This is an optimization exercise on Yosys and OpenROAD, whose aim is small area, not a production implementation.
Where RTL was checked, it was by simulation tests only, not by an equivalence proof against the original.
For run 1, only the layout was checked, not whether the RTL still works.
Power figures rest on the tool's default switching activity, not on a simulated workload.

### config.mk
export PLATFORM = sky130hd
export DESIGN_NAME = pipeline_core
export DESIGN_NICKNAME = pipeline_core
export VERILOG_FILES = /design/flow/design.v
export SDC_FILE = /design/flow/constraint.sdc
export NUM_CORES = 4
export LEC_CHECK = 0
export CAP_MARGIN = 20
export CORE_MARGIN = 2
export CORE_UTILIZATION = 55
export CTS_CLUSTER_DIAMETER = 150
export CTS_CLUSTER_SIZE = 30
export SLEW_MARGIN = 20
export SYNTH_HIERARCHICAL = 1
export SYNTH_MINIMUM_KEEP_SIZE = 0
### constraint.sdc
create_clock -name core_clock -period 5.5 [get_ports {clk}]
set_input_delay 1.1000 -clock core_clock [delete_from_list [all_inputs] [get_ports {clk}]]
set_output_delay 1.1000 -clock core_clock [all_outputs]
set_load 0.01 [all_outputs]
### design.v
module pipeline_core #(
  parameter int DATA_W     = 32,
  parameter int IMEM_DEPTH = 16,
  parameter int DMEM_DEPTH = 16
) (
  input  logic                              clk,
  input  logic                              reset,
  input  logic                              imem_we,
  input  logic [$clog2(IMEM_DEPTH)-1:0]     imem_addr,
  input  logic [31:0]                       imem_wdata,
  output logic [DATA_W-1:0]                 result,
  output logic                              wb_valid,
  output logic [4:0]                        wb_reg,
  output logic [$clog2(IMEM_DEPTH)-1:0]     pc,
  output logic                              stall,
  output logic                              halted
);
  localparam int IMEM_AW = $clog2(IMEM_DEPTH);
  localparam int DMEM_AW = $clog2(DMEM_DEPTH);
  localparam int IW = 28;
  logic [IW-1:0]      imem [IMEM_DEPTH];
  logic [DATA_W-1:0]  dmem [DMEM_DEPTH];
  logic [DATA_W-1:0]  rf   [1:31];
  logic [31:1]        rfValid_q;
  logic [5:0]    wOp, wFn;
  logic [1:0]    wKind;
  logic [2:0]    wSub;
  logic [IW-1:0] wEnc;
  assign wOp = imem_wdata[31:26];
  assign wFn = imem_wdata[5:0];
  always_comb begin
    case (wOp)
      6'b001000: wKind = 2'b01;
      6'b100011: wKind = 2'b10;
      6'b101011: wKind = 2'b11;
      default:   wKind = 2'b00;
    endcase
    if (wOp == 6'b000000) begin
      case (wFn)
        6'b100000: wSub = 3'b100;
        6'b100010: wSub = 3'b101;
        6'b100100: wSub = 3'b110;
        6'b100101: wSub = 3'b111;
        default:   wSub = 3'b010;
      endcase
    end else if (wOp == 6'b111111) begin
      wSub = 3'b001;
    end else begin
      wSub = 3'b000;
    end
  end
  assign wEnc = {wKind, imem_wdata[25:3], (wKind == 2'b00) ? wSub : imem_wdata[2:0]};
  logic [IMEM_AW-1:0] pc_q;
  logic               haltSeen_q;
  logic [1:0]         haltCnt_q;
  logic [IW-1:0]      fetch;
  logic [IMEM_DEPTH-1:0] fetchSel;
  always_comb
    for (int i = 0; i < IMEM_DEPTH; i++) fetchSel[i] = (pc_q == IMEM_AW'(i));
  logic [IMEM_DEPTH*IW-1:0] imemFlat;
  for (genvar i = 0; i < IMEM_DEPTH; i++) begin : imem_flat
    assign imemFlat[i*IW +: IW] = imem[i];
  end
  pc_rdmux #(.N(IMEM_DEPTH), .W(IW)) u_fetch (.sel(fetchSel), .words(imemFlat), .q(fetch));
  logic [1:0]  idKind_q;
  logic [2:0]  idSub_q;
  logic [22:0] idF_q;        
  logic [4:0]  idRs, idRt, idRd;
  logic        idIsR, idFnValid, idAddi, idLw, idSw, idUsesRt, idHalt, loadUse;
  logic [25:0] idFields;
  logic        exRegWrite_q, exLoad_q, exStore_q, exImmOnly_q;
  logic [1:0]  exAluOp_q;
  logic [25:0] exF_q;
  assign idFields  = {idF_q, idSub_q};
  assign idRs      = idFields[25:21];
  assign idRt      = idFields[20:16];
  assign idRd      = idFields[15:11];
  assign idAddi    = (idKind_q == 2'b01);
  assign idLw      = (idKind_q == 2'b10);
  assign idSw      = (idKind_q == 2'b11);
  assign idIsR     = (idKind_q == 2'b00) && (idSub_q[2] || idSub_q[1]);
  assign idFnValid = (idKind_q == 2'b00) && idSub_q[2];
  assign idHalt    = (idKind_q == 2'b00) && (idSub_q == 3'b001);
  assign idUsesRt  = idIsR || idSw;
  assign loadUse = exLoad_q &&
                   ((idRs == exF_q[20:16]) || (idUsesRt && (idRt == exF_q[20:16])));
  always_ff @(posedge clk or negedge reset) begin
    if (!reset) begin
      pc_q       <= '0;
      idKind_q   <= '0;
      idSub_q    <= '0;
      haltSeen_q <= 1'b0;
      haltCnt_q  <= '0;
    end else begin
      if (!loadUse) begin
        if (haltSeen_q || idHalt) begin
          idKind_q   <= '0;
          idSub_q    <= '0;
          haltSeen_q <= 1'b1;
        end else begin
          idKind_q <= fetch[27:26];
          idSub_q  <= fetch[2:0];
          pc_q     <= pc_q + 1'b1;
        end
      end
      if (haltSeen_q && haltCnt_q != 2'd3) haltCnt_q <= haltCnt_q + 1'b1;
    end
  end
  always_ff @(posedge clk) begin
    if (!loadUse) idF_q <= fetch[25:3];
  end
  always_ff @(posedge clk or negedge reset) begin
    if (!reset) begin
      exRegWrite_q <= 1'b0;
      exLoad_q     <= 1'b0;
      exStore_q    <= 1'b0;
      exImmOnly_q  <= 1'b0;
      exAluOp_q    <= '0;
    end else if (loadUse) begin
      exRegWrite_q <= 1'b0;
      exLoad_q     <= 1'b0;
      exStore_q    <= 1'b0;
      exImmOnly_q  <= 1'b0;
      exAluOp_q    <= '0;
    end else begin
      exRegWrite_q <= (idFnValid && (idRd != 5'd0)) || ((idAddi || idLw) && (idRt != 5'd0));
      exLoad_q     <= idLw && (idRt != 5'd0);
      exStore_q    <= idSw;
      exImmOnly_q  <= idAddi || idLw;
      exAluOp_q    <= idFnValid ? idSub_q[1:0] : 2'd0;
    end
  end
  always_ff @(posedge clk) exF_q <= idFields;
  logic [4:0]         exRs, exRt, exDest;
  logic [DATA_W-1:0]  opA, opRt, aluOut;
  logic [DMEM_AW-1:0] exAddr;
  logic               fwdA, fwdB;
  logic               memRegWrite_q, memStore_q, memLoad_q;
  logic [DATA_W-1:0]  memData_q, memStoreData_q;
  logic [4:0]         memDest_q;
  assign exRs   = exF_q[25:21];
  assign exRt   = exF_q[20:16];
  assign exDest = exImmOnly_q ? exRt : exF_q[15:11];
  assign fwdA = memRegWrite_q && (memDest_q == exRs);
  assign fwdB = memRegWrite_q && (memDest_q == exRt) && !exImmOnly_q;
  logic [31:0] selA, selB;
  always_comb begin
    for (int i = 1; i < 32; i++) begin
      selA[i-1] = (exRs == 5'(i)) && rfValid_q[i] && !fwdA;
      selB[i-1] = (exRt == 5'(i)) && rfValid_q[i] && !fwdB && !exImmOnly_q;
    end
    selA[31] = fwdA;
    selB[31] = fwdB;
  end
  logic [32*DATA_W-1:0] rdWords;
  for (genvar i = 1; i < 32; i++) begin : rf_flat
    assign rdWords[(i-1)*DATA_W +: DATA_W] = rf[i];
  end
  assign rdWords[31*DATA_W +: DATA_W] = memData_q;
  pc_rdmux #(.N(32), .W(DATA_W)) u_rdA (.sel(selA), .words(rdWords), .q(opA));
  pc_rdmux #(.N(32), .W(DATA_W)) u_rdB (.sel(selB), .words(rdWords), .q(opRt));
  pc_alu #(.W(DATA_W)) u_alu (.op(exAluOp_q), .immOnly(exImmOnly_q), .imm(exF_q[15:0]),
                              .a(opA), .rt(opRt), .y(aluOut));
  assign exAddr = opA[DMEM_AW-1:0] + exF_q[DMEM_AW-1:0];
  always_ff @(posedge clk or negedge reset) begin
    if (!reset) begin
      memRegWrite_q <= 1'b0;
      memStore_q    <= 1'b0;
      memLoad_q     <= 1'b0;
    end else begin
      memRegWrite_q <= exRegWrite_q;
      memStore_q    <= exStore_q;
      memLoad_q     <= exLoad_q;
    end
  end
  always_ff @(posedge clk) begin
    memData_q      <= {aluOut[DATA_W-1:DMEM_AW], exStore_q ? exAddr : aluOut[DMEM_AW-1:0]};
    memStoreData_q <= opRt;
    memDest_q      <= exDest;
  end
  logic [DMEM_AW-1:0]   memAddr;
  logic [DMEM_DEPTH-1:0] loadSel;
  logic [DATA_W-1:0]    loadMem, memResult;
  assign memAddr = memData_q[DMEM_AW-1:0];
  always_comb
    for (int i = 0; i < DMEM_DEPTH; i++) loadSel[i] = (memAddr == DMEM_AW'(i));
  logic [DMEM_DEPTH*DATA_W-1:0] dmemFlat;
  for (genvar i = 0; i < DMEM_DEPTH; i++) begin : dmem_flat
    assign dmemFlat[i*DATA_W +: DATA_W] = dmem[i];
  end
  pc_rdmux #(.N(DMEM_DEPTH), .W(DATA_W)) u_load (.sel(loadSel), .words(dmemFlat), .q(loadMem));
  assign memResult = memLoad_q ? loadMem : memData_q;
  always_ff @(posedge clk) begin
    if (imem_we) imem[imem_addr] <= wEnc;
    if (memStore_q) dmem[memAddr] <= memStoreData_q;
  end
  always_ff @(posedge clk) begin
    for (int i = 1; i < 32; i++)
      if (memRegWrite_q && (memDest_q == 5'(i))) rf[i] <= memResult;
  end
  always_ff @(posedge clk or negedge reset) begin
    if (!reset) begin
      rfValid_q <= '0;
    end else begin
      for (int i = 1; i < 32; i++)
        if (memRegWrite_q && (memDest_q == 5'(i))) rfValid_q[i] <= 1'b1;
    end
  end
  logic               wbRegWrite_q;
  logic [DATA_W-1:0]  wbData_q;
  logic [4:0]         wbDest_q;
  always_ff @(posedge clk or negedge reset) begin
    if (!reset) wbRegWrite_q <= 1'b0;
    else        wbRegWrite_q <= memRegWrite_q;
  end
  always_ff @(posedge clk) begin
    wbData_q <= memResult;
    wbDest_q <= memDest_q;
  end
  logic [DATA_W-1:0]  result_q;
  logic               wbValid_q;
  logic [4:0]         wbReg_q;
  always_ff @(posedge clk or negedge reset) begin
    if (!reset) begin
      result_q  <= '0;
      wbValid_q <= 1'b0;
      wbReg_q   <= '0;
    end else begin
      wbValid_q <= wbRegWrite_q;
      if (wbRegWrite_q) begin
        result_q <= wbData_q;
        wbReg_q  <= wbDest_q;
      end
    end
  end
  assign result   = result_q;
  assign wb_valid = wbValid_q;
  assign wb_reg   = wbReg_q;
  assign pc       = pc_q;
  assign stall    = loadUse;
  assign halted   = (haltCnt_q == 2'd3);
endmodule
module pc_rdmux #(
  parameter int N = 16,
  parameter int W = 32
) (
  input  logic [N-1:0] sel,
  input  logic [N*W-1:0] words,
  output logic [W-1:0] q
);
  localparam int G = (N + 2) / 3;
  logic [W-1:0] grpN [G];
  for (genvar g = 0; g < G; g++) begin : grp
    if (3 * g + 2 < N) begin : full
      for (genvar b = 0; b < W; b++) begin : bit_
        pc_aoi222 u (.a0(sel[3*g]),   .b0(words[(3*g)*W+b]),
                     .a1(sel[3*g+1]), .b1(words[(3*g+1)*W+b]),
                     .a2(sel[3*g+2]), .b2(words[(3*g+2)*W+b]),
                     .y(grpN[g][b]));
      end
    end else if (3 * g + 1 < N) begin : two
      for (genvar b = 0; b < W; b++) begin : bit_
        pc_aoi22 u (.a0(sel[3*g]),   .b0(words[(3*g)*W+b]),
                    .a1(sel[3*g+1]), .b1(words[(3*g+1)*W+b]),
                    .y(grpN[g][b]));
      end
    end else begin : one
      assign grpN[g] = ~(words[3*g*W +: W] & {W{sel[3*g]}});
    end
  end
  always_comb begin
    q = '0;
    for (int g = 0; g < G; g++) q = q | ~grpN[g];
  end
endmodule
module pc_aoi222 (
  input  logic a0, b0, a1, b1, a2, b2,
  output logic y
);
  assign y = ~((a0 & b0) | (a1 & b1) | (a2 & b2));
endmodule
module pc_aoi22 (
  input  logic a0, b0, a1, b1,
  output logic y
);
  assign y = ~((a0 & b0) | (a1 & b1));
endmodule
module pc_alu #(
  parameter int W = 32
) (
  input  logic [1:0]   op,
  input  logic         immOnly,
  input  logic [15:0]  imm,
  input  logic [W-1:0] a,
  input  logic [W-1:0] rt,
  output logic [W-1:0] y
);
  logic         sub, isSum, isAnd, isOr;
  logic [W-1:0] b, sum;
  assign sub   = (op == 2'd1);
  assign isAnd = (op == 2'd2);
  assign isOr  = (op == 2'd3);
  assign isSum = !op[1];
  assign b     = (rt ^ {W{sub}}) | (immOnly ? W'($signed(imm)) : '0);
  assign sum   = a + b + W'(sub);
  assign y = ({W{isSum}} & sum) | ({W{isAnd}} & (a & rt)) | ({W{isOr}} & (a | rt));
endmodule
### run.sh
#!/bin/bash
# synth_recipe.tcl (not shown) runs the flow's synth.tcl, then flattens the netlist and writes it again
# the make line also repeats each setting of config.mk as NAME=value (left out here)
make -C /OpenROAD-flow-scripts/flow DESIGN_CONFIG=/design/flow/config.mk WORK_HOME=/design/flow/orfs CLKGATE_MAP_FILE= SYNTH_SCRIPT=/design/flow/synth_recipe.tcl finish
==> results of run 1 <==
-- worst max-delay path, stage by stage (launching register included) --
cell,delay (ns)
dfxtp_2,0.39
buf_6,0.12
xnor2_2,0.10
nand4_1,0.18
o21bai_1,0.20
buf_4,0.20
nor2b_4,0.09
and3_4,0.21
buf_12,0.16
buf_4,0.16
buf_4,0.15
a222oi_1,0.47
nand4_1,0.23
buf_4,0.21
or3_1,0.52
ha_1,0.37
buf_4,0.16
nand4_1,0.22
nor2_2,0.09
a211oi_4,0.33
o31ai_4,0.14
nor4bb_1,0.14
or4_1,0.53
nor2_1,0.12
-- layout by cell type (no fill, tap or decap), drive strengths merged, types with 7 or more instances in the layout --
master / instances
a21o: 14
a21oi: 47
a222oi: 940
a22oi: 64
and2: 20
and3: 128
buf: 630
clkbuf: 154
clkdlybuf4s50: 81
dfrtp: 91
dfxtp: 132
edfxtp: 1975
ha: 41
inv: 23
maj3: 29
mux2: 78
nand2: 167
nand2b: 16
nand3: 79
nand4: 197
nor2: 131
nor2b: 22
nor3: 27
o21ai: 40
o31ai: 7
or2: 34
or3: 68
xnor2: 64
xor2: 19
-- state kept, by name, indices dropped and copies added, names as in the netlist, 26 cells and up --
signal / cells
dmem: 512
imem: 448
exF_q: 26
result_q: 32
memStoreData_q: 32
memData_q: 32
rfValid_q: 31
rf: 992
wbData_q: 32
-- final timing paths --
| path | cells after the start | end | slack [ns] |
|---|---|---|---|
| setup / recovery | 23 | memData_q[31] | -0.06 |
| hold / removal | 0 | exF_q[6] | 0.34 |
| max in group asynchronous | 2 | memLoad_q | 3.72 |
| setup reg to reg | 23 | memData_q[31] | -0.06 |
| hold reg to reg | 0 | exF_q[6] | 0.34 |
| min in group asynchronous | 1 | result_q[23] | 0.38 |
-- metrics by stage --
step / util [%] / area (µm²) / std cells / total power (W) / setup slack (ns)
finish: 63.78 / 95750 / 7419 / 0.04847 / -0.05763
global route: 63.77 / 95750 / 7417 / 0.05017 / -0.1677
CTS: 63.22 / 94910 / 7386 / 0.04775 / 0.006716
detailed placement: 61.31 / 92050 / 7227 / 0.03972 / -0.7437
global placement: 61.28 / 92000 / 7225 / 0.03962 / -0.6238
floorplan: - / 83290 / 4587 / 0.03078 / 0.0003273
-- power groups by stage --
stage | combinational, W | sequential [W] | clock, W
floorplan | 0.00820 | 0.0226 | 0
global placement | 0.0165 | 0.0231 | 0
detailed placement | 0.0166 | 0.0231 | 0
CTS | 0.0170 | 0.0228 | 0.00800
global route | 0.0187 | 0.0230 | 0.00853
finish | 0.0177 | 0.0228 | 0.00790
-- logic make-up (layout without fill, tap and decap cells) --
| kind of cell | after synthesis | after routing | synth area share (%) |
|---|---|---|---|
| flip-flops | 2198 | 2198 | 77.13 |
| other | 0 | 5 | 0 |
| multiplexers | 82 | 82 | 1.107 |
| XOR/XNOR | 83 | 83 | 0.8820 |
| buffers and inverters | 80 | 891 | 0.4808 |
| AND/OR/NAND/NOR | 915 | 915 | 5.938 |
| adder cells (fa/ha/maj) | 73 | 73 | 1.037 |
| AO/OA/AOI/OAI | 1156 | 1156 | 13.43 |
-- what timing repair did --
| item | in CTS | in global routing |
|---|---|---|
| pin swaps | 41 | 71 |
| gates cloned | 0 | 4 |
| setup endpoints to repair | 17 | 16 |
| resized for setup | 100 | 109 |
| hold buffers | 0 | 0 |
| setup buffers | 3 | 23 |
-- per-module statistics from Yosys (local to each module, per instance), excerpt --
module / cells / flops+latches / times used
pipeline_core: 2698 / 2198 / 1
pc_aoi222: 1 / 0 / 940
pc_aoi22: 1 / 0 / 64
-- metal layers --
| layer | routed length, µm | up-vias | share of wire, % |
|---|---|---|---|
| met1 | 102800 | 27710 | 39 |
| met2 | 117900 | 3793 | 45 |
| met4 | 10850 | 4 | 4.1 |
| met5 | 20 | - | 0.0076 |
| li1 | - | 22320 | - |
| met3 | 30500 | 469 | 12 |
-- cell type report --
class	instances	area (µm²)	area share (%)
antenna	5	12.51	0.01307
clock inverter	6	88.84	0.09278
tap	2016	2522	2.634
sequential	2198	64240	67.09
timing repair buffer	715	6485	6.773
multi-input combinational	2309	19960	20.84
clock buffer	150	2371	2.476
inverter	20	75.07	0.07840
==> flow_summary.json, run 1 <==
{
  "grt_first_pass_wirelength_mm": 369.2,
  "endpoint_kind": "flop",
  "hp-class": "flop to flop",
  "start_kind": "flop",
  "ys_seq_elements": 2198,
  "clockRootBuffer": "clkbuf_16",
  "synth_area_leaders": "edfxtp_1 (71%), a222oi_1 (11%), dfxtp_1 (3.2%), dfrtp_1 (2.7%), nand4_1 (1.5%)",
  "crit_type": "flop to flop",
  "dieWidth_um": 393.1,
  "period_share_pct": 101.0,
  "seq_area_frac_synth_pct": 77.13,
  "dr_total_vias": 54300,
  "area_delta_synth_final_pct": 14.98,
  "num_io_pins": 83,
  "synthDistinctLibCells": 69,
  "worst_r2r_startpoint": "memDest_q[2]",
  "cp.arrival_ns": 6.25,
  "portBuffers": 82,
  "cts_htree_levels": 3,
  "coreArea_um2": 150100,
  "seq_power_share_pct": 47.1,
  "finalSetupViolCount": 1,
  "power_density_nw_per_um2": 506.2,
  "synth_edf_count": 1975,
  "layout_setup_ws_ns": -0.05763,
  "drt_first_pass_iters": 17,
  "tightest_slew_ns": 1.091,
  "max-cap-violations": 0,
  "synth_area_per_cell_um2": 18.15,
  "drt-vias-per-instance": 7.319,
  "cp_max_fo": 14,
  "drc": 0,
  "clock_sinks": 2198,
  "clk_pin_slew_ns": 0.12,
  "die_y_um": 393.1,
  "finalCriticalPeriod_ns": 5.558,
  "grt_antenna_before_repair": 11,
  "synth_nets": 4670,
  "top_usage_layer": "met2",
  "rsz0062_at_grt": "true",
  "track_usage_pct": 33.31,
  "so_faults": "negative setup slack",
  "synthesis.area_um2": 83270,
  "crit_required_ns": 6.19,
  "cts_buffers": 83,
  "ys_async_sr_fraction_pct": 4.140,
  "clockBufferDepth": 3,
  "tns_ns": -0.05763,
  "relSlewSlack_pct": 27.12,
  "yosysTopAreaCell": "edfxtp_1",
  "rows": 142,
  "status": "complete, but fails checks",
  "clockPowerShare_pct": 16.3,
  "switchingPower_w": 0.01710,
  "fillers": 10770,
  "combinationalPowerShare_pct": 36.6,
  "drt_iter0_markers": 12070,
  "grt_max_degree": 57,
  "final_hold_viol_count": 0,
  "holdWs_ns": 0.3376,
  "place_hpwl_mm": 169.4,
  "num-nets-final": 5410,
  "worstSetupStartpoint": "memDest_q[2]",
  "yosysMostFrequentCell": "edfxtp_1",
  "grt_util_met2_pct": 50.22,
  "avgRoutedWirePerCell_um": 35.33,
  "clk_latency_ns": 0.77,
  "ir_worst_vdd_mv": 0.4774,
  "fin_worst_skew_ns": 0.04540,
  "internal_power_w": 0.03136,
  "use_met3_pct": 5.491,
  "synth_common_cells": "edfxtp_1 (1975), a222oi_1 (940), nand4_1 (197), nand2_1 (167), dfxtp_1 (132)",
  "dieArea_um2": 154500,
  "grt_pass1_vias": 51650,
  "gp_congestion": 0.9563,
  "min_from": "idF_q[3]",
  "cts_tree": "done",
  "overflow": 0,
  "synth_cells": 4587,
  "met1_usage_pct": 49.19,
  "clock.fmax_ghz": 0.1799,
  "detail-route-antenna-nets": 0,
  "leakagePower_nw": 31.03,
  "synth_top_area_share_pct": 71.22,
  "totalWireLength_mm": 262.1,
  "slew_violations": 0,
  "ys_warn_count": 16,
  "switching_share_pct": 35.28,
  "initial_utilization_pct": 55.47,
  "drive_gt1_share_pct": 21.01,
  "synthFlopType": "edfxtp_1"
}
==> run 2, diff against run 1 <==
--- a/design.v
+++ b/design.v
@@ -134,23 +134,28 @@
   logic [4:0]         exRs, exRt, exDest;
   logic [DATA_W-1:0]  opA, opRt, aluOut;
   logic [DMEM_AW-1:0] exAddr;
-  logic               fwdA, fwdB;
+  logic               fwdA_q, fwdB_q, rdEnA_q, rdEnB_q;
   logic               memRegWrite_q, memStore_q, memLoad_q;
-  logic [DATA_W-1:0]  memData_q, memStoreData_q;
+  logic [DATA_W-1:0]  memData_q;
+  logic [DMEM_AW-1:0] memAddr_q;
   logic [4:0]         memDest_q;
   assign exRs   = exF_q[25:21];
   assign exRt   = exF_q[20:16];
   assign exDest = exImmOnly_q ? exRt : exF_q[15:11];
-  assign fwdA = memRegWrite_q && (memDest_q == exRs);
-  assign fwdB = memRegWrite_q && (memDest_q == exRt) && !exImmOnly_q;
+  always_ff @(posedge clk) begin
+    fwdA_q  <= exRegWrite_q && (exDest == idRs);
+    fwdB_q  <= exRegWrite_q && (exDest == idRt) && !(idAddi || idLw);
+    rdEnA_q <= !(exRegWrite_q && (exDest == idRs));
+    rdEnB_q <= !(exRegWrite_q && (exDest == idRt)) && !(idAddi || idLw);
+  end
   logic [31:0] selA, selB;
   always_comb begin
     for (int i = 1; i < 32; i++) begin
-      selA[i-1] = (exRs == 5'(i)) && rfValid_q[i] && !fwdA;
-      selB[i-1] = (exRt == 5'(i)) && rfValid_q[i] && !fwdB && !exImmOnly_q;
+      selA[i-1] = (exRs == 5'(i)) && rfValid_q[i] && rdEnA_q;
+      selB[i-1] = (exRt == 5'(i)) && rfValid_q[i] && rdEnB_q;
     end
-    selA[31] = fwdA;
-    selB[31] = fwdB;
+    selA[31] = fwdA_q;
+    selB[31] = fwdB_q;
   end
   logic [32*DATA_W-1:0] rdWords;
   for (genvar i = 1; i < 32; i++) begin : rf_flat
@@ -159,8 +164,8 @@
   assign rdWords[31*DATA_W +: DATA_W] = memData_q;
   pc_rdmux #(.N(32), .W(DATA_W)) u_rdA (.sel(selA), .words(rdWords), .q(opA));
   pc_rdmux #(.N(32), .W(DATA_W)) u_rdB (.sel(selB), .words(rdWords), .q(opRt));
-  pc_alu #(.W(DATA_W)) u_alu (.op(exAluOp_q), .immOnly(exImmOnly_q), .imm(exF_q[15:0]),
-                              .a(opA), .rt(opRt), .y(aluOut));
+  pc_alu #(.W(DATA_W)) u_alu (.op(exAluOp_q), .pass(exStore_q), .immOnly(exImmOnly_q),
+                              .imm(exF_q[15:0]), .a(opA), .rt(opRt), .y(aluOut));
   assign exAddr = opA[DMEM_AW-1:0] + exF_q[DMEM_AW-1:0];
   always_ff @(posedge clk or negedge reset) begin
     if (!reset) begin
@@ -174,14 +179,14 @@
     end
   end
   always_ff @(posedge clk) begin
-    memData_q      <= {aluOut[DATA_W-1:DMEM_AW], exStore_q ? exAddr : aluOut[DMEM_AW-1:0]};
-    memStoreData_q <= opRt;
-    memDest_q      <= exDest;
+    memData_q <= aluOut;
+    memAddr_q <= exAddr;
+    memDest_q <= exDest;
   end
   logic [DMEM_AW-1:0]   memAddr;
   logic [DMEM_DEPTH-1:0] loadSel;
   logic [DATA_W-1:0]    loadMem, memResult;
-  assign memAddr = memData_q[DMEM_AW-1:0];
+  assign memAddr = memAddr_q;
   always_comb
     for (int i = 0; i < DMEM_DEPTH; i++) loadSel[i] = (memAddr == DMEM_AW'(i));
   logic [DMEM_DEPTH*DATA_W-1:0] dmemFlat;
@@ -192,7 +197,7 @@
   assign memResult = memLoad_q ? loadMem : memData_q;
   always_ff @(posedge clk) begin
     if (imem_we) imem[imem_addr] <= wEnc;
-    if (memStore_q) dmem[memAddr] <= memStoreData_q;
+    if (memStore_q) dmem[memAddr] <= memData_q;
   end
   always_ff @(posedge clk) begin
     for (int i = 1; i < 32; i++)
@@ -289,6 +294,7 @@
   parameter int W = 32
 ) (
   input  logic [1:0]   op,
+  input  logic         pass,
   input  logic         immOnly,
   input  logic [15:0]  imm,
   input  logic [W-1:0] a,
@@ -297,11 +303,14 @@
 );
   logic         sub, isSum, isAnd, isOr;
   logic [W-1:0] b, sum;
+  logic [W:0]   sumC;
   assign sub   = (op == 2'd1);
   assign isAnd = (op == 2'd2);
   assign isOr  = (op == 2'd3);
-  assign isSum = !op[1];
+  assign isSum = !op[1] && !pass;
   assign b     = (rt ^ {W{sub}}) | (immOnly ? W'($signed(imm)) : '0);
-  assign sum   = a + b + W'(sub);
-  assign y = ({W{isSum}} & sum) | ({W{isAnd}} & (a & rt)) | ({W{isOr}} & (a | rt));
+  assign sumC  = {a, 1'b1} + {b, sub};
+  assign sum   = sumC[W:1];
+  assign y = ({W{isSum}} & sum) | ({W{isAnd}} & (a & rt)) | ({W{isOr}} & (a | rt)) |
+             ({W{pass}} & rt);
 endmodule
==> config.mk (replaced) <==
export PLATFORM = sky130hd
export DESIGN_NAME = pipeline_core
export DESIGN_NICKNAME = pipeline_core
export VERILOG_FILES = /design/flow/design.v
export SDC_FILE = /design/flow/constraint.sdc
export NUM_CORES = 4
export LEC_CHECK = 0
export CAP_MARGIN = 10
export CORE_MARGIN = 2
export CORE_UTILIZATION = 60
export CTS_CLUSTER_DIAMETER = 80
export CTS_CLUSTER_SIZE = 24
export SLEW_MARGIN = 10
export SYNTH_HIERARCHICAL = 1
export SYNTH_MINIMUM_KEEP_SIZE = 0
==> run 2 against run 1 <==
- the run now finishes clean
- synthesized area is 0.19% lower
- register-to-register slack better by 0.26 ns
- worst hold slack better by 0.0080 ns
- highest routed layer unchanged
==> flow_summary.json, run 2 <==
{
  "status": "complete, no violations",
  "tightest_slew_ns": 1.322,
  "ys_seq_elements": 2174,
  "drc": 0,
  "overflow": 0,
  "detail-route-antenna-nets": 0,
  "grt_antenna_before_repair": 44,
  "portBuffers": 82,
  "reg2reg_slack_ns": 0.20,
  "synth_nets": 4678,
  "die_y_um": 376.2,
  "yosys.area_share.simple_pct": 5.901,
  "yosysTopAreaCell": "edfxtp_1",
  "final_hold_viol_count": 0,
  "tns_ns": 0,
  "clk_latency_ns": 0.78,
  "max-cap-violations": 0,
  "gp_congestion": 0.9913,
  "hold_buffers": 0,
  "min_path_cells": 0,
  "cp_top_family": "simple AND/OR/NAND/NOR gates",
  "crit_chain": "buf_4 > nor2b_1 > buf_4 > and3_1 > buf_4 > a222oi_1 > nand4_1 > or3_4 > xnor2_1 > nand2_1 > ha_1 > a21oi_1 > o21ai_1 > a221o_1 > a221oi_1 > o21ai_1 > xnor2_1 > o21ai_1",
  "area_delta_synth_final_pct": 10.30,
  "totalWireLength_mm": 272.0,
  "grt_first_pass_wirelength_mm": 377.0,
  "synth_compound_area_share_pct": 13.85,
  "num-nets-final": 5067,
  "ys_async_sr_fraction_pct": 4.186,
  "pre_cts_ws_ns": 0.3484,
  "cts_setup_buffers": 0,
  "largest_register": "rf",
  "synth_top_family_by_area": "compound AO/OA/AOI/OAI gates",
  "synth-adder-area-share_pct": 1.021,
  "layout_commonest_cell": "edfxtp_1",
  "num_io_pins": 83,
  "grt_max_degree": 59,
  "wl_met2_mm": 120.6,
  "start_kind": "flop",
  "synthFlopType": "edfxtp_1",
  "period_share_pct": 96.33,
  "rows": 136,
  "grt_pass1_vias": 51470,
  "synth_area_leaders": "edfxtp_1 (71%), a222oi_1 (11%), dfrtp_1 (2.7%), dfxtp_1 (2.6%), nand4_1 (1.5%)",
  "drt_iter0_markers": 12340,
  "wl_met3_mm": 41.23,
  "coreArea_um2": 137500,
  "seq_area_frac_synth_pct": 76.70,
  "r2r-end": "memData_q[29]",
  "crit_type": "flop to flop",
  "slowest_stage": "or3_4",
  "crit_buf_inv": 3,
  "most-common-layout-cells": "edfxtp_1 (1975), a222oi_1 (941), buf_4 (259)",
  "synth_edf_count": 1975,
  "synthesis.area_um2": 83110,
  "cpPeakStageDelay_ns": 0.60,
  "cp_max_fo": 17,
  "synth_top_area_share_pct": 71.36,
  "finalSetupViolCount": 0,
  "cts_tree": "done",
  "hp-class": "flop to flop",
  "cp.arrival_ns": 5.91,
  "synth_mux_area_share_pct": 1.081,
  "synth_area_per_cell_um2": 18.09,
  "relSlewSlack_pct": 11.85,
  "synth_xor_area_share_pct": 0.9047,
  "hold_end": "exF_q[3]",
  "clock.fmax_ghz": 0.1888,
  "avgRoutedWirePerCell_um": 39.67,
  "clk_pin_slew_ns": 0.10,
  "synth_common_cells": "edfxtp_1 (1975), a222oi_1 (941), nand4_1 (202), nand2_1 (161), and3_1 (124)",
  "layout_setup_ws_ns": 0.2021,
  "r2r_cells": 18,
  "finalCriticalPeriod_ns": 5.298,
  "dieWidth_um": 376.2,
  "topRoutingLayerUsed": "met5",
  "track_usage_pct": 37.68,
  "cts_htree_levels": 3,
  "crit_required_ns": 6.11,
  "clock_sinks": 2174,
  "clockRootBuffer": "clkbuf_16",
  "initial_utilization_pct": 60.45,
  "ir_worst_vdd_mv": 0.8064,
  "endpoint_kind": "flop",
  "synth_cells": 4594,
  "post_cts_resized": 0,
  "rsz0062_at_grt": "false",
  "dr_total_vias": 54430,
  "place_hpwl_mm": 168.6,
  "dieArea_um2": 141500,
  "power_density_nw_per_um2": 525.9,
  "min_from": "idF_q[0]",
  "drt_first_pass_iters": 14,
  "fin_worst_skew_ns": 0.04193,
  "slew_violations": 0,
  "yosysMostFrequentCell": "edfxtp_1",
  "drt-met1-wl_mm": 97.17,
  "top_regs": "rf (992), dmem (512), imem (448)",
  "fillers": 9418,
  "drive_gt1_share_pct": 14.09,
  "cp_num_cells": 18,
  "synthDistinctLibCells": 83,
  "worst_r2r_startpoint": "exF_q[17]",
  "ys_warn_count": 16,
  "cts_buffers": 108,
  "largest_reg_flops": 992,
  "leakagePower_nw": 29.11,
  "finalPower_w": 0.04821,
  "drt-vias-per-instance": 7.938,
  "clockBufferDepth": 3,
  "holdWs_ns": 0.3456
}
-- run 2: changes by cell type in the layout (fill, tap and decap cells not counted), sizes merged, moves of 10 or more --
cell,delta
a22oi,+26
buf,-367
clkbuf,-10
clkinv,+10
dfxtp,-24
inv,+18
nor2b,-11
o21ai,+16
-- run 2: logic make-up after synthesis --
logic type,count (synthesis)
xor gates and xnor gates,85
DFF,2174
muxes,79
AOI/OAI and AO/OA,1196
and+or+nand+nor,900
buffers and inverters,88
adders and majority gates,72
-- run 2: layer usage --
| metal | GRT usage (%) | vias to the layer above |
|---|---|---|
| met5 | 0 | - |
| met2 | 56.14 | 4456 |
| li1 | - | 21750 |
| met3 | 12.26 | 672 |
| met1 | 51.53 | 27520 |
| met4 | 15.83 | 28 |
-- run 2: worst max-delay path by stage --
stage / from / endpoint
6_report: exF_q[17] / memData_q[29]
4_1_cts: exF_q[20] / memData_q[29]
3_3_place_gp: exF_q[20] / memData_q[29]
3_5_place_dp: exF_q[20] / memData_q[29]
2_1_floorplan: exF_q[19] / memData_q[23]
5_1_grt: exF_q[20] / memData_q[29]
-- run 2: where the power goes --
group	leakage (nW)	switching (W)	internal (W)	total, W
clock network	1.58	0.00523	0.00384	0.00907
logic	7.69	0.0111	0.00487	0.0159
registers	19.8	0.00160	0.0216	0.0232
-- run 2: stage by stage --
stage	instances	area (µm²)	utilization (%)
2_1_floorplan	4594	83110	-
6_report	6857	91680	66.68
4_1_cts	6846	91640	66.65
3_3_place_gp	6667	88380	64.28
3_5_place_dp	6667	88380	64.28
5_1_grt	6848	91660	66.66
-- run 2: layout make-up --
cell class                      count  area (µm²)  area share, %
Sequential cell                  2174       63750          69.54
Clock inverter                     35       406.6         0.4435
Inverter                           23       86.33        0.09417
Tap cell                         1794        2245          2.448
Multi-Input combinational cell   2332       19480          21.25
Timing Repair Buffer              344        2835          3.093
Antenna cell                       11       27.53        0.03002
Clock buffer                      144        2848          3.106
-- run 2: Yosys stat by module (local to each module, per instance), excerpt --
| module | area [µm²] | copies in the design | flip-flops and latches |
|---|---|---|---|
| pipeline_core | 67090 | 1 | 2174 |
| pc_aoi22 | 12.51 | 64 | 0 |
| pc_aoi222 | 10.01 | 940 | 0 |
==> run 3, diff against run 2 <==
==> config.mk (replaced) <==
export PLATFORM = sky130hd
export DESIGN_NAME = pipeline_core
export DESIGN_NICKNAME = pipeline_core
export VERILOG_FILES = /design/flow/design.v
export SDC_FILE = /design/flow/constraint.sdc
export NUM_CORES = 4
export LEC_CHECK = 0
export CAP_MARGIN = 20
export CORE_MARGIN = 2
export CORE_UTILIZATION = 55
export CTS_CLUSTER_DIAMETER = 100
export CTS_CLUSTER_SIZE = 20
export SLEW_MARGIN = 20
export SYNTH_HIERARCHICAL = 1
export SYNTH_MINIMUM_KEEP_SIZE = 0
==> run 3 against run 2 <==
- still clean
- design area increased by 0.68%
- routed wire length grew 1.4%
- via count shrank 1.1%
- critical path type unchanged
- largest cell class unchanged
==> flow_summary.json, run 3 <==
{
  "detail-route-antenna-nets": 0,
  "start_kind": "flop",
  "drt_first_pass_iters": 14,
  "synthDistinctLibCells": 83,
  "hp-class": "flop to flop",
  "initial_utilization_pct": 55.43,
  "coreArea_um2": 150000,
  "internal_power_w": 0.03048,
  "drt-vias-per-instance": 7.582,
  "tightest_slew_ns": 1.273,
  "totalWireLength_mm": 275.8,
  "ys_seq_elements": 2174,
  "switching_share_pct": 36.76,
  "finalSetupViolCount": 0,
  "tns_ns": 0,
  "grt_first_pass_wirelength_mm": 381.1,
  "max-cap-violations": 0,
  "grt_antenna_before_repair": 41,
  "clk_pin_slew_ns": 0.09,
  "clock_sinks": 2174,
  "top_regs": "rf (992), dmem (512), imem (448)",
  "seq_power_share_pct": 48.1,
  "layout_commonest_cell": "edfxtp_1",
  "period_share_pct": 97.77,
  "ys_async_sr_fraction_pct": 4.186,
  "dieWidth_um": 392.7,
  "clockRootBuffer": "clkbuf_16",
  "crit_required_ns": 6.15,
  "yosysMostFrequentCell": "edfxtp_1",
  "power_density_nw_per_um2": 522.1,
  "grt_max_degree": 69,
  "portBuffers": 82,
  "crit_type": "flop to flop",
  "drc": 0,
  "cpPeakStageDelay_ns": 1.00,
  "dr_total_vias": 53850,
  "cts_tree": "done",
  "fin_worst_skew_ns": 0.06186,
  "largest_register": "rf",
  "synth_edf_count": 1975,
  "grt_pass1_vias": 50590,
  "final_hold_viol_count": 0,
  "clockBufferDepth": 3,
  "clock.fmax_ghz": 0.1860,
  "leakagePower_nw": 29.14,
  "slew_violations": 0,
  "cts_htree_levels": 3,
  "switchingPower_w": 0.01771,
  "rows": 142,
  "die_y_um": 392.7,
  "yosysTopAreaCell": "edfxtp_1",
  "drive_gt1_share_pct": 13.62,
  "synthesis.area_um2": 83110,
  "place_hpwl_mm": 169.8,
  "synth_area_per_cell_um2": 18.09,
  "finalCriticalPeriod_ns": 5.378,
  "slowest_stage": "a222oi_1",
  "drt_iter0_markers": 12300,
  "crit_chain": "and2b_2 > and3_1 > buf_6 > a222oi_1 > nand4_1 > or3_4 > xnor2_1 > nand2_1 > ha_4 > a21oi_1 > o21ai_1 > a221o_1 > a221oi_1 > o21ai_1 > xnor2_1 > o21ai_1",
  "placed_cell_area_um2": 88660,
  "cp_max_fo": 32,
  "synth_area_leaders": "edfxtp_1 (71%), a222oi_1 (11%), dfrtp_1 (2.7%), dfxtp_1 (2.6%), nand4_1 (1.5%)",
  "ir_worst_vdd_mv": 0.3741,
  "synth_top_area_share_pct": 71.36,
  "relSlewSlack_pct": 15.15,
  "synth_common_cells": "edfxtp_1 (1975), a222oi_1 (941), nand4_1 (202), nand2_1 (161), and3_1 (124)",
  "cts_buffers": 118,
  "num_io_pins": 83,
  "largest_reg_flops": 992,
  "combinationalPowerShare_pct": 32.7,
  "most-common-layout-cells": "edfxtp_1 (1975), a222oi_1 (941), buf_4 (223)",
  "clockPowerShare_pct": 19.2,
  "stdcell_area_um2": 92300,
  "synth_nets": 4678,
  "synth_cells": 4594,
  "ys_warn_count": 16,
  "cp.arrival_ns": 6.03,
  "seq_area_frac_synth_pct": 76.70,
  "status": "complete, no violations",
  "track_usage_pct": 35.17,
  "avgRoutedWirePerCell_um": 38.83,
  "dieArea_um2": 154200,
  "endpoint_kind": "flop",
  "cp_common_cell": "o21ai_1",
  "overflow": 0,
  "synthFlopType": "edfxtp_1",
  "rsz0062_at_grt": "false",
  "area_delta_synth_final_pct": 11.06,
  "clk_latency_ns": 0.80,
  "num-nets-final": 5059,
  "gp_congestion": 0.9967
}
## run 3: per-layer routing
layer  vias to the layer above  global-route usage, %  routed length [µm]
li1                      21740                      -                   -
met1                     27510                  48.53              102000
met2                      3999                  52.37              122500
met3                       570                  11.74               39660
met4                        30                  12.59               11490
met5                         -                 0.4147                 263
## run 3: power by group through the flow
stage                     Combinational, W  Sequential, W  Clock (W)
final                               0.0157         0.0232    0.00927
after global placement              0.0151         0.0235          0
after global routing                0.0164         0.0233    0.00992
after CTS                           0.0153         0.0232    0.00938
after detailed placement            0.0152         0.0235          0
after floorplan                    0.00839         0.0227          0
## run 3: through the flow
stage | utilization [%] | setup WS [ns] | std cells | hold slack (ns) | total power (W)
finish | 61.56 | 0.1224 | 7103 | 0.3440 | 0.04819
CTS | 61.40 | 0.3045 | 7077 | 0.3479 | 0.04782
global route | 61.53 | 0.06745 | 7087 | 0.3489 | 0.04970
floorplan | - | 1.270 | 4594 | 0.3233 | 0.03109
detailed placement | 59.13 | 0.3165 | 6865 | 0.3296 | 0.03877
global placement | 59.06 | 0.4108 | 6861 | 0.3303 | 0.03861
## run 3: modules after synthesis, one instance, submodules excluded, excerpt
module	flops+latches	copies in the design	cell area, µm²
pc_aoi22	0	64	12.51
pc_aoi222	0	940	10.01
pipeline_core	2174	1	67090
## run 3: final cells by class
| cell class | instances | area, µm² |
|---|---|---|
| Timing Repair Buffer | 326 | 2945 |
| Sequential cell | 2174 | 63760 |
| Clock inverter | 9 | 140.1 |
| Multi-Input combinational cell | 2332 | 19530 |
| Antenna cell | 20 | 50.05 |
| Fill cell | 10970 | 57650 |
| Tap cell | 2016 | 2522 |
| Clock buffer | 203 | 3272 |
| Inverter | 23 | 86.33 |
## run 3: worst max-delay path: cells and delay by family, from the launching register on
family	cells	cell delay [ns]
buffers and inverters	1	0.20
adders and majority gates	1	0.29
and+or+nand+nor	5	1.88
DFF	1	0.37
xor gates and xnor gates	2	0.32
AOI/OAI and AO/OA	7	2.13
## run 3: final timing paths
kind	start	end	slack, ns	depth (start not counted)
setup / recovery	exF_q[17]	memData_q[29]	0.12	16
hold / removal	idF_q[4]	exF_q[7]	0.34	0
setup reg to reg	exF_q[17]	memData_q[29]	0.12	16
hold reg to reg	idF_q[4]	exF_q[7]	0.34	0
max in group asynchronous	reset	memLoad_q	4.01	2
min in group asynchronous	reset	haltCnt_q[1]	0.43	1
## run 3: cells by family (layout without fill, tap and decap cells)
group           count (synthesis)  count (layout)  synth area share, %
simple gates                  900             900                5.901
flops                        2174            2174                76.70
xor+xnor                       85              85               0.9047
fa+ha+maj                      72              72                1.021
compound gates               1196            1196                13.85
mux                            79              79                1.081
other cells                     0              20                    0
buf+inv                        88             561               0.5480
## run 3: repair_timing
| item | 4_1_cts | 5_1_grt |
|---|---|---|
| endpoints found under the setup margin | 0 | 3 |
| gates resized for setup | 0 | 11 |
| hold buffers | 0 | 0 |
| setup buffers | 0 | 1 |
==> run 4, diff against run 3 <==
--- a/design.v
+++ b/design.v
@@ -184,17 +184,19 @@
     memDest_q <= exDest;
   end
   logic [DMEM_AW-1:0]   memAddr;
-  logic [DMEM_DEPTH-1:0] loadSel;
-  logic [DATA_W-1:0]    loadMem, memResult;
+  logic [DMEM_DEPTH:0]  memSel;
+  logic [DATA_W-1:0]    memResult;
   assign memAddr = memAddr_q;
-  always_comb
-    for (int i = 0; i < DMEM_DEPTH; i++) loadSel[i] = (memAddr == DMEM_AW'(i));
-  logic [DMEM_DEPTH*DATA_W-1:0] dmemFlat;
+  always_comb begin
+    for (int i = 0; i < DMEM_DEPTH; i++) memSel[i] = memLoad_q && (memAddr == DMEM_AW'(i));
+    memSel[DMEM_DEPTH] = !memLoad_q;
+  end
+  logic [(DMEM_DEPTH+1)*DATA_W-1:0] memWords;
   for (genvar i = 0; i < DMEM_DEPTH; i++) begin : dmem_flat
-    assign dmemFlat[i*DATA_W +: DATA_W] = dmem[i];
+    assign memWords[i*DATA_W +: DATA_W] = dmem[i];
   end
-  pc_rdmux #(.N(DMEM_DEPTH), .W(DATA_W)) u_load (.sel(loadSel), .words(dmemFlat), .q(loadMem));
-  assign memResult = memLoad_q ? loadMem : memData_q;
+  assign memWords[DMEM_DEPTH*DATA_W +: DATA_W] = memData_q;
+  pc_rdmux #(.N(DMEM_DEPTH+1), .W(DATA_W)) u_load (.sel(memSel), .words(memWords), .q(memResult));
   always_ff @(posedge clk) begin
     if (imem_we) imem[imem_addr] <= wEnc;
     if (memStore_q) dmem[memAddr] <= memData_q;
==> config.mk (replaced) <==
export PLATFORM = sky130hd
export DESIGN_NAME = pipeline_core
export DESIGN_NICKNAME = pipeline_core
export VERILOG_FILES = /design/flow/design.v
export SDC_FILE = /design/flow/constraint.sdc
export NUM_CORES = 4
export LEC_CHECK = 0
export CAP_MARGIN = 0
export CORE_MARGIN = 2
export CORE_UTILIZATION = 66
export CTS_CLUSTER_DIAMETER = 80
export CTS_CLUSTER_SIZE = 24
export SLEW_MARGIN = 0
export SYNTH_HIERARCHICAL = 1
export SYNTH_MINIMUM_KEEP_SIZE = 0
==> run 4 against run 3 <==
- still clean on timing, DRC and antenna
- clock-buffer cell count is 30 lower
- worst hold slack better by 0.0028 ns
- sequential cell count stayed put
==> flow_summary.json, run 4 <==
{
  "internal_power_w": 0.02950,
  "rows": 130,
  "dr_total_vias": 54120,
  "num_io_pins": 83,
  "coreArea_um2": 125200,
  "gp_congestion": 0.9543,
  "synth_cells": 4537,
  "multi_input_area_um2": 19400,
  "seq_area_um2": 63750,
  "cpPeakStageDelay_ns": 1.02,
  "drt_iter0_markers": 13180,
  "hold_buffers": 0,
  "power_density_nw_per_um2": 495.0,
  "ir_worst_vdd_mv": 0.4152,
  "cp.arrival_ns": 5.96,
  "r2r-end": "memData_q[25]",
  "drt_first_pass_iters": 14,
  "cp_max_fo": 16,
  "ys_seq_elements": 2174,
  "combinationalPowerShare_pct": 30.8,
  "crit_required_ns": 6.13,
  "ys_async_sr_fraction_pct": 4.186,
  "stdcell_area_um2": 90950,
  "start_kind": "flop",
  "track_usage_pct": 39.04,
  "grt_first_pass_wirelength_mm": 358.8,
  "layout_commonest_cell": "edfxtp_1",
  "crit_buf_inv": 0,
  "slew_violations": 0,
  "yosysTopAreaCell": "edfxtp_1",
  "clockBufferDepth": 3,
  "endpoint_kind": "flop",
  "synth_area_per_cell_um2": 18.28,
  "min_from": "idF_q[1]",
  "avgRoutedWirePerCell_um": 38.17,
  "seq_area_frac_synth_pct": 76.85,
  "cts_setup_buffers": 0,
  "area_delta_synth_final_pct": 9.637,
  "clk_latency_ns": 0.77,
  "switching_share_pct": 34.47,
  "relSlewSlack_pct": 3.691,
  "post_cts_resized": 0,
  "largest_register": "rf",
  "yosysMostFrequentCell": "edfxtp_1",
  "drt-vias-per-instance": 8.160,
  "overflow": 0,
  "crit_type": "flop to flop",
  "leakagePower_nw": 28.91,
  "synth_top_area_share_pct": 71.50,
  "crit_chain": "nor2b_1 > nor2b_1 > and3_1 > a222oi_1 > nand4_1 > or3_1 > ha_1 > a21o_1 > a31o_2 > o21ai_1 > nand2_1 > a211oi_1 > xor2_1 > o21ai_1",
  "place_hpwl_mm": 152.9,
  "synth_common_cells": "edfxtp_1 (1975), a222oi_1 (940), nand4_1 (169), nand2_1 (127), nand3_1 (115)",
  "dieArea_um2": 128500,
  "most-common-layout-cells": "edfxtp_1 (1975), a222oi_1 (940), buf_4 (225)",
  "totalWireLength_mm": 253.2,
  "tns_ns": 0,
  "grt_max_degree": 72,
  "clock.fmax_ghz": 0.1875,
  "worst_r2r_startpoint": "exF_q[24]",
  "rsz0062_at_grt": "false",
  "synthFlopType": "edfxtp_1",
  "synth_area_leaders": "edfxtp_1 (71%), a222oi_1 (11%), dfrtp_1 (2.7%), dfxtp_1 (2.6%), a22oi_2 (1.4%)",
  "slowest_stage": "and3_1",
  "r2r_cells": 14,
  "grt_pass1_vias": 52200,
  "clock_sinks": 2174,
  "seq_power_share_pct": 49.8,
  "switchingPower_w": 0.01551,
  "hp-class": "flop to flop",
  "status": "complete, no violations",
  "synth_nets": 4621,
  "max-cap-violations": 0,
  "clk_pin_slew_ns": 0.10,
  "top_regs": "rf (992), dmem (512), imem (448)",
  "tightest_slew_ns": 1.444,
  "detail-route-antenna-nets": 0,
  "initial_utilization_pct": 66.23,
  "fillers": 7740,
  "hold_end": "exF_q[4]",
  "cts_htree_levels": 3,
  "synthesis.area_um2": 82950,
  "placed_cell_area_um2": 87820,
  "min_path_cells": 0,
  "portBuffers": 82,
  "clockPowerShare_pct": 19.4,
  "grt_antenna_before_repair": 15,
  "reg2reg_slack_ns": 0.17,
  "final_hold_viol_count": 0,
  "cts_tree": "done",
  "cts_buffers": 103,
  "ys_warn_count": 15,
  "drive_gt1_share_pct": 12.91,
  "num-nets-final": 4980,
  "synth_edf_count": 1975,
  "die_y_um": 358.5,
  "clockRootBuffer": "clkbuf_16",
  "dieWidth_um": 358.5,
  "finalCriticalPeriod_ns": 5.333,
  "cp_top_family": "simple AND/OR/NAND/NOR gates",
  "finalSetupViolCount": 0,
  "largest_reg_flops": 992,
  "drc": 0,
  "period_share_pct": 96.96,
  "fin_worst_skew_ns": 0.02246,
  "synthDistinctLibCells": 83
}
[run 4: per-module statistics from Yosys (local to each module, per instance), excerpt]
module | cells inside | cell area [µm²] | flops+latches
pc_aoi22 | 1 | 12.51 | 0
pc_aoi222 | 1 | 10.01 | 0
pipeline_core | 2630 | 66720 | 2174
[run 4: per-layer routing]
| metal | vias to the layer above | track usage [%] | routed length (µm) |
|---|---|---|---|
| met5 | - | 0.1481 | 140 |
| met4 | 20 | 17.46 | 13570 |
| met3 | 809 | 9.284 | 38140 |
| met2 | 4930 | 59.12 | 114300 |
| met1 | 26850 | 54.81 | 87000 |
| li1 | 21510 | - | - |
[run 4: final cells by class]
type | instances | share of cell area (%)
Timing Repair Buffer | 309 | 2.805
Sequential cell | 2174 | 70.10
Clock buffer | 173 | 3.204
Tap cell | 1650 | 2.270
Inverter | 24 | 0.09905
Multi-Input combinational cell | 2284 | 21.33
Clock inverter | 16 | 0.1885
Antenna cell | 3 | 0.008255
[run 4: cells by family (layout without fill, tap and decap cells)]
logic type | Yosys count | after routing | synth area share (%)
AOI/OAI and AO/OA | 1224 | 1224 | 14.35
and+or+nand+nor | 857 | 857 | 5.762
xor gates and xnor gates | 80 | 80 | 0.8537
buffers and inverters | 79 | 522 | 0.4676
adders and majority gates | 74 | 74 | 1.047
DFF | 2174 | 2174 | 76.85
other | 0 | 3 | 0
muxes | 49 | 49 | 0.6727
[run 4: worst max path at each step]
stage                         start  cells after the start  slack (ns)       endpoint
after CTS                 exF_q[17]                     15        0.23  memData_q[23]
final                     exF_q[24]                     14        0.17  memData_q[25]
after floorplan           exF_q[19]                     18        1.12  memData_q[30]
after detailed placement  exF_q[17]                     15        0.24  memData_q[27]
after global routing      exF_q[17]                     16        0.02  memData_q[30]
after global placement    exF_q[17]                     15        0.34  memData_q[23]
[run 4: through the flow]
step                worst slack (ns)  hold WS, ns  util [%]  total power (W)  instances
global placement              0.3369       0.3275     70.12          0.03609       6441
CTS                           0.2328       0.3522     72.58          0.04471       6630
finish                        0.1669       0.3468     72.61          0.04501       6633
global route                 0.02041       0.3570     72.61          0.04640       6631
detailed placement            0.2422       0.3311     70.12          0.03629       6441
floorplan                      1.121       0.3233         -          0.03018       4537
[run 4: power groups by stage]
stage | combinational [W] | sequential, W | clock (W)
2_1_floorplan | 0.00762 | 0.0226 | 0
3_3_place_gp | 0.0134 | 0.0227 | 0
3_5_place_dp | 0.0135 | 0.0228 | 0
4_1_cts | 0.0136 | 0.0224 | 0.00874
5_1_grt | 0.0146 | 0.0226 | 0.00927
6_report | 0.0139 | 0.0224 | 0.00872
[run 4: worst register-to-register path, cell delays in order (launching register included)]
cell and delay (ns):
dfxtp_1 0.46, nor2b_1 0.34, nor2b_1 0.37, and3_1 1.03
a222oi_1 0.34, nand4_1 0.25, or3_1 0.32, ha_1 0.36
a21o_1 0.22, a31o_2 0.27, o21ai_1 0.36, nand2_1 0.30
a211oi_1 0.33, xor2_1 0.19, o21ai_1 0.08
==> run 5, diff against run 4 <==
--- a/design.v
+++ b/design.v
@@ -131,28 +131,36 @@
     end
   end
   always_ff @(posedge clk) exF_q <= idFields;
-  logic [4:0]         exRs, exRt, exDest;
+  logic [4:0]         exRt, exDest;
   logic [DATA_W-1:0]  opA, opRt, aluOut;
   logic [DMEM_AW-1:0] exAddr;
-  logic               fwdA_q, fwdB_q, rdEnA_q, rdEnB_q;
+  logic               fwdA_q, fwdB_q;
+  logic [3:0]         rsHi_q, rtHi_q;    
+  logic [7:0]         rsLo_q, rtLo_q;    
   logic               memRegWrite_q, memStore_q, memLoad_q;
   logic [DATA_W-1:0]  memData_q;
   logic [DMEM_AW-1:0] memAddr_q;
   logic [4:0]         memDest_q;
-  assign exRs   = exF_q[25:21];
   assign exRt   = exF_q[20:16];
   assign exDest = exImmOnly_q ? exRt : exF_q[15:11];
   always_ff @(posedge clk) begin
     fwdA_q  <= exRegWrite_q && (exDest == idRs);
     fwdB_q  <= exRegWrite_q && (exDest == idRt) && !(idAddi || idLw);
-    rdEnA_q <= !(exRegWrite_q && (exDest == idRs));
-    rdEnB_q <= !(exRegWrite_q && (exDest == idRt)) && !(idAddi || idLw);
+    for (int j = 0; j < 4; j++) begin
+      rsHi_q[j] <= (idRs[4:3] == 2'(j)) && !(exRegWrite_q && (exDest == idRs));
+      rtHi_q[j] <= (idRt[4:3] == 2'(j)) && !(exRegWrite_q && (exDest == idRt)) &&
+                   !(idAddi || idLw);
+    end
+    for (int j = 0; j < 8; j++) begin
+      rsLo_q[j] <= (idRs[2:0] == 3'(j));
+      rtLo_q[j] <= (idRt[2:0] == 3'(j));
+    end
   end
   logic [31:0] selA, selB;
   always_comb begin
     for (int i = 1; i < 32; i++) begin
-      selA[i-1] = (exRs == 5'(i)) && rfValid_q[i] && rdEnA_q;
-      selB[i-1] = (exRt == 5'(i)) && rfValid_q[i] && rdEnB_q;
+      selA[i-1] = rsHi_q[i/8] && rsLo_q[i%8] && rfValid_q[i];
+      selB[i-1] = rtHi_q[i/8] && rtLo_q[i%8] && rfValid_q[i];
     end
     selA[31] = fwdA_q;
     selB[31] = fwdB_q;
--- a/config.mk
+++ b/config.mk
@@ -5,11 +5,11 @@
 export SDC_FILE = /design/flow/constraint.sdc
 export NUM_CORES = 4
 export LEC_CHECK = 0
-export CAP_MARGIN = 0
+export CAP_MARGIN = 10
 export CORE_MARGIN = 2
-export CORE_UTILIZATION = 66
+export CORE_UTILIZATION = 60
 export CTS_CLUSTER_DIAMETER = 80
 export CTS_CLUSTER_SIZE = 24
-export SLEW_MARGIN = 0
+export SLEW_MARGIN = 10
 export SYNTH_HIERARCHICAL = 1
 export SYNTH_MINIMUM_KEEP_SIZE = 0
==> run 5 against run 4 <==
- clock power rose by 5.3%
- via count decreased by 1.5%
- fmax rose by 1.7%
- sequential share of layout area shrank 0.099 points
- synthesized area increased by 0.14%
- die area rose by 10%
- power down 0.86%
- worst hold slack worse by 0.042 ns
- sequential power barely moved
- register-to-register slack improved by 0.09 ns
- core utilization shrank 6.0 points
- global-route usage shrank 3.6 points
- largest cell class unchanged
==> flow_summary.json, run 5 <==
{
  "synth_edf_count": 1975,
  "overflow": 0,
  "cts_tree": "done",
  "synthFlopType": "edfxtp_1",
  "start_kind": "flop",
  "synthesis.area_um2": 83070,
  "seq_area_frac_synth_pct": 77.15,
  "synth_area_leaders": "edfxtp_1 (71%), a222oi_1 (11%), dfxtp_1 (3.0%), dfrtp_1 (2.7%), a22oi_2 (1.4%)",
  "dieArea_um2": 141400,
  "ir_worst_vdd_mv": 0.4523,
  "status": "complete, no violations",
  "met1_usage_pct": 51.26,
  "top_regs": "rf (992), dmem (512), imem (448)",
  "pre_cts_ws_ns": 0.5213,
  "crit_required_ns": 6.14,
  "fillers": 9458,
  "hold_buffers": 0,
  "grt_first_pass_wirelength_mm": 360.0,
  "finalSetupViolCount": 0,
  "ys_warn_count": 15,
  "fin_worst_skew_ns": 0.03119,
  "ys_async_sr_fraction_pct": 4.153,
  "cts_buffers": 108,
  "drt_iter0_markers": 12340,
  "drc": 0,
  "coreArea_um2": 137500,
  "endpoint_kind": "flop",
  "die_y_um": 376.1,
  "synth_common_cells": "edfxtp_1 (1975), a222oi_1 (941), nand4_1 (163), nand2_1 (132), dfxtp_1 (125)",
  "worstSetupStartpoint": "rtHi_q[2]",
  "post_cts_resized": 0,
  "crit_type": "flop to flop",
  "ys_seq_elements": 2191,
  "rsz0062_at_grt": "false",
  "tns_ns": 0,
  "synth_nets": 4614,
  "drt_first_pass_iters": 17,
  "most-common-layout-cells": "edfxtp_1 (1975), a222oi_1 (941), buf_4 (223)",
  "hp-class": "primary input to asynchronous set/reset pin",
  "area_delta_synth_final_pct": 10.22,
  "yosysMostFrequentCell": "edfxtp_1",
  "grt_pass1_vias": 50530,
  "drive_gt1_share_pct": 13.05,
  "totalWireLength_mm": 254.0,
  "synth_area_per_cell_um2": 18.34,
  "stdcell_area_um2": 91560,
  "synthDistinctLibCells": 73,
  "slew_violations": 0,
  "layout_setup_ws_ns": 0.2553,
  "period_share_pct": 95.36,
  "synth_cells": 4530,
  "cts_htree_levels": 3,
  "dieWidth_um": 376.1,
  "clk_pin_slew_ns": 0.10,
  "clockBufferDepth": 3,
  "num-nets-final": 4979,
  "grt_util_met2_pct": 53.35,
  "clk_latency_ns": 0.77,
  "tightest_slew_ns": 1.320,
  "avgRoutedWirePerCell_um": 37.46,
  "finalCriticalPeriod_ns": 5.245,
  "gp_congestion": 0.9586,
  "cp.arrival_ns": 5.88,
  "max-cap-violations": 0,
  "detail-route-antenna-nets": 0,
  "portBuffers": 82,
  "relSlewSlack_pct": 12.00,
  "clock_sinks": 2191,
  "use_met3_pct": 7.927,
  "num_io_pins": 83,
  "grt_antenna_before_repair": 14,
  "clock.fmax_ghz": 0.1907,
  "dr_total_vias": 53330,
  "leakagePower_nw": 29.18,
  "top_usage_layer": "met2",
  "yosysTopAreaCell": "edfxtp_1",
  "largest_register": "rf",
  "place_hpwl_mm": 154.9,
  "largest_reg_flops": 992,
  "cp_max_fo": 25,
  "layout_commonest_cell": "edfxtp_1",
  "cts_setup_buffers": 0,
  "placed_cell_area_um2": 88170,
  "drt-vias-per-instance": 7.867,
  "track_usage_pct": 35.45,
  "worst_r2r_startpoint": "rtHi_q[2]",
  "initial_utilization_pct": 60.42,
  "synth_top_area_share_pct": 71.40,
  "final_hold_viol_count": 0,
  "power_density_nw_per_um2": 487.4,
  "rows": 136,
  "clockRootBuffer": "clkbuf_16",
  "grt_max_degree": 39
}
==> run 5: cell count changes after synthesis, moves of 6 or more <==
cell,delta
o21a_1,-9
o21ai_1,+9
and2_1,-7
nor2b_1,-6
nor3b_1,+9
nand4_1,-6
nor2_1,-6
xor2_1,+8
buf_6,-6
nor3_1,-8
a21oi_1,+7
dfxtp_1,+17
and3b_1,+8
==> run 5: path summary, 6_finish.rpt <==
check                                endpoint  cells past startpoint  slack (ns)
worst max-delay path            memData_q[31]                     16        0.26
max in group asynchronous        exRegWrite_q                      2        4.32
worst min-delay path             result_q[20]                      1        0.30
min in group core_clock              exF_q[4]                      0        0.33
worst min register to register       exF_q[4]                      0        0.33
worst max register to register  memData_q[31]                     16        0.26
==> run 5: cells by family after synthesis <==
logic type / after synthesis / share of synthesized area, %
DFF: 2191 / 77.15
AOI/OAI and AO/OA: 1213 / 14.17
and+or+nand+nor: 841 / 5.638
xor gates and xnor gates: 88 / 0.9279
adders and majority gates: 75 / 1.057
buffers and inverters: 73 / 0.3871
muxes: 49 / 0.6673
==> run 5: per-module statistics from Yosys, one instance, submodules excluded, excerpt <==
module	times used	cells inside	flops+latches	area, µm²
pc_aoi222	940	1	0	10.01
pipeline_core	1	2637	2191	66960
pc_aoi22	96	1	0	12.51
==> run 5: through the flow <==
step                instances  hold slack, ns  power, W  utilization [%]
floorplan                4530          0.3233   0.02969                -
global placement         6579          0.3239   0.03551            64.13
detailed placement       6579          0.3304   0.03560            64.13
CTS                      6774          0.2845   0.04456            66.58
global route             6775          0.3025   0.04613            66.59
finish                   6779          0.3048   0.04463            66.59
==> run 5: worst max-delay path: stages (launching register included) <==
cell,delay (ns)
dfxtp_1,0.39
and3_1,0.48
buf_4,0.41
a222oi_1,0.39
nand4_1,0.34
or3_1,0.54
xnor2_1,0.19
nand2_1,0.10
ha_1,0.33
a21oi_1,0.09
a21oi_1,0.28
o211ai_1,0.34
o21ai_2,0.42
a31oi_1,0.22
o41ai_2,0.36
xnor2_1,0.16
o21ai_1,0.06
==> run 5: where the power goes <==
part	internal, W	switching, W
sequential	0.0215	0.000930
clock	0.00401	0.00517
combinational	0.00408	0.00890
==> run 5: final cells by class <==
class / count / area (µm²) / area share [%]
clock buffers: 165 / 3022 / 3.300
clock inverters: 30 / 349.1 / 0.3813
repair buffers: 305 / 2496 / 2.726
inverters: 23 / 86.33 / 0.09429
multi-input cells: 2266 / 19260 / 21.03
well taps: 1794 / 2245 / 2.452
diodes: 5 / 12.51 / 0.01367
flip-flops and latches: 2191 / 64090 / 70.00
==> run 5: layer usage <==
layer / vias up / routed length (µm)
li1: 21500 / -
met1: 26970 / 93600
met2: 4278 / 114100
met3: 567 / 35110
met4: 16 / 11020
met5: - / 113
==> run 6, diff against run 5 <==
--- a/config.mk
+++ b/config.mk
@@ -5,11 +5,11 @@
 export SDC_FILE = /design/flow/constraint.sdc
 export NUM_CORES = 4
 export LEC_CHECK = 0
-export CAP_MARGIN = 10
+export CAP_MARGIN = 0
 export CORE_MARGIN = 2
-export CORE_UTILIZATION = 60
+export CORE_UTILIZATION = 70
 export CTS_CLUSTER_DIAMETER = 80
 export CTS_CLUSTER_SIZE = 24
-export SLEW_MARGIN = 10
+export SLEW_MARGIN = 0
 export SYNTH_HIERARCHICAL = 1
 export SYNTH_MINIMUM_KEEP_SIZE = 0
==> run 6 against run 5 <==
- sequential share of layout area is 0.55 points higher
- design area is 0.78% lower
- clock power is 5.4% lower
- clock skew is 0.0072 ns lower
- critical path depth is 1 lower
- combinational power hardly changed
- non-clock buffer count is 8 lower
- fmax is 1.6% higher
- global-route usage is 5.2 points higher
- worst hold slack better by 0.044 ns
- die area is 14% lower
- highest routed layer unchanged
==> flow_summary.json, run 6 <==
{
  "status": "complete, no violations",
  "clock_sinks": 2191,
  "synth-adder-area-share_pct": 1.057,
  "area_delta_synth_final_pct": 9.361,
  "placed_cell_area_um2": 87750,
  "finalCriticalPeriod_ns": 5.161,
  "die_y_um": 348.5,
  "cts_setup_buffers": 0,
  "ys_warn_count": 15,
  "clock.fmax_ghz": 0.1938,
  "most-common-layout-cells": "edfxtp_1 (1975), a222oi_1 (941), buf_4 (213)",
  "grt_pass1_vias": 52210,
  "synthFlopType": "edfxtp_1",
  "cts_tree": "done",
  "track_usage_pct": 40.69,
  "dieArea_um2": 121400,
  "place_hpwl_mm": 148.5,
  "num_io_pins": 83,
  "cp_max_fo": 14,
  "hp-class": "flop to flop",
  "avgRoutedWirePerCell_um": 38.51,
  "endpoint_kind": "flop",
  "fillers": 6606,
  "seq_area_frac_synth_pct": 77.15,
  "ys_async_sr_fraction_pct": 4.153,
  "largest_reg_flops": 992,
  "dr_total_vias": 54530,
  "fin_worst_skew_ns": 0.02404,
  "crit_required_ns": 6.10,
  "ys_seq_elements": 2191,
  "synth_xor_area_share_pct": 0.9279,
  "detail-route-antenna-nets": 0,
  "finalSetupViolCount": 0,
  "layout_commonest_cell": "edfxtp_1",
  "crit_type": "flop to flop",
  "drt-vias-per-instance": 8.372,
  "tightest_slew_ns": 1.371,
  "synth_common_cells": "edfxtp_1 (1975), a222oi_1 (941), nand4_1 (163), nand2_1 (132), dfxtp_1 (125)",
  "totalWireLength_mm": 250.8,
  "synth_top_area_share_pct": 71.40,
  "clockBufferDepth": 3,
  "clockRootBuffer": "clkbuf_16",
  "use_met3_pct": 9.875,
  "yosysMostFrequentCell": "edfxtp_1",
  "num-nets-final": 4966,
  "initial_utilization_pct": 70.44,
  "stdcell_area_um2": 90840,
  "power_density_nw_per_um2": 486.0,
  "yosys.area_share.simple_pct": 5.638
}
==> run 6: modules after synthesis (local to each module, per instance), excerpt <==
module         copies in the design  flops+latches
pc_aoi22                         96              0
pc_aoi222                       940              0
pipeline_core                     1           2191
==> run 6: worst paths after layout <==
kind / startpoint / endpoint / cells after the start / slack (ns)
worst max register to register: rtHi_q[1] / memData_q[23] / 15 / 0.34
min in group asynchronous: reset / result_q[26] / 1 / 0.39
worst min-delay path: idF_q[4] / exF_q[7] / 0 / 0.35
worst min register to register: idF_q[4] / exF_q[7] / 0 / 0.35
max in group asynchronous: reset / wbRegWrite_q / 2 / 4.05
worst max-delay path: rtHi_q[1] / memData_q[23] / 15 / 0.34
==> run 6: metrics by stage <==
stage / setup slack, ns / cells / utilization, % / hold slack (ns) / total power [W]
final: 0.3388 / 6513 / 77.04 / 0.3492 / 0.04415
after global routing: 0.1857 / 6509 / 77.03 / 0.3598 / 0.04540
after CTS: 0.5485 / 6508 / 77.03 / 0.3555 / 0.04381
after detailed placement: 0.5893 / 6313 / 74.41 / 0.3321 / 0.03541
after global placement: 0.6608 / 6313 / 74.41 / 0.3250 / 0.03518
after floorplan: 1.383 / 4530 / - / 0.3233 / 0.02969
==> run 6: layout make-up <==
| type | count | area, µm² | share of cell area (%) |
|---|---|---|---|
| clock inverter | 13 | 155.1 | 0.1708 |
| multi-input combinational | 2266 | 19190 | 21.12 |
| sequential | 2191 | 64090 | 70.55 |
| tap | 1536 | 1922 | 2.116 |
| clock buffer | 182 | 2927 | 3.222 |
| antenna | 5 | 12.51 | 0.01377 |
| timing repair buffer | 297 | 2461 | 2.709 |
| inverter | 23 | 86.33 | 0.09503 |
==> run 6: kinds of logic after synthesis <==
kind of cell,count (synthesis)
and+or+nand+nor,841
buffers and inverters,73
DFF,2191
xor gates and xnor gates,88
AOI/OAI and AO/OA,1213
muxes,49
adders and majority gates,75
==> run 6: per-layer routing <==
metal	vias up	share of wire [%]
met3	807	16
met4	10	5.7
li1	21480	-
met2	5503	45
met5	-	0.045
met1	26730	33
==> run 6: critical path, cell delays in order, from the launching register on <==
cell and delay (ns):
dfxtp_1 0.41, and3_1 0.54, buf_4 0.36, a222oi_1 0.42, nand4_1 0.28, or3_1 0.51, xnor2_1 0.21, nand2_1 0.08
ha_1 0.35, a211oi_1 0.27, nand3_1 0.12, o211ai_1 0.50, o21ai_2 0.22, a31oi_1 0.26, xor2_1 0.11, o21ai_1 0.35
==> run 6: power by group <==
| group | switching (W) | internal [W] | total, W |
|---|---|---|---|
| Sequential | 0.00105 | 0.0215 | 0.0226 |
| Combinational | 0.00882 | 0.00407 | 0.0129 |
| Clock | 0.00499 | 0.00369 | 0.00868 |

Setup slack of run 6, layout unchanged: 0.339 ns with ideal ports, 0.339 ns with driving cells assumed (clock clkbuf_16, inputs buf_2), 0.339 ns with port delays also shifted by the 0.816 ns mid clock arrival.
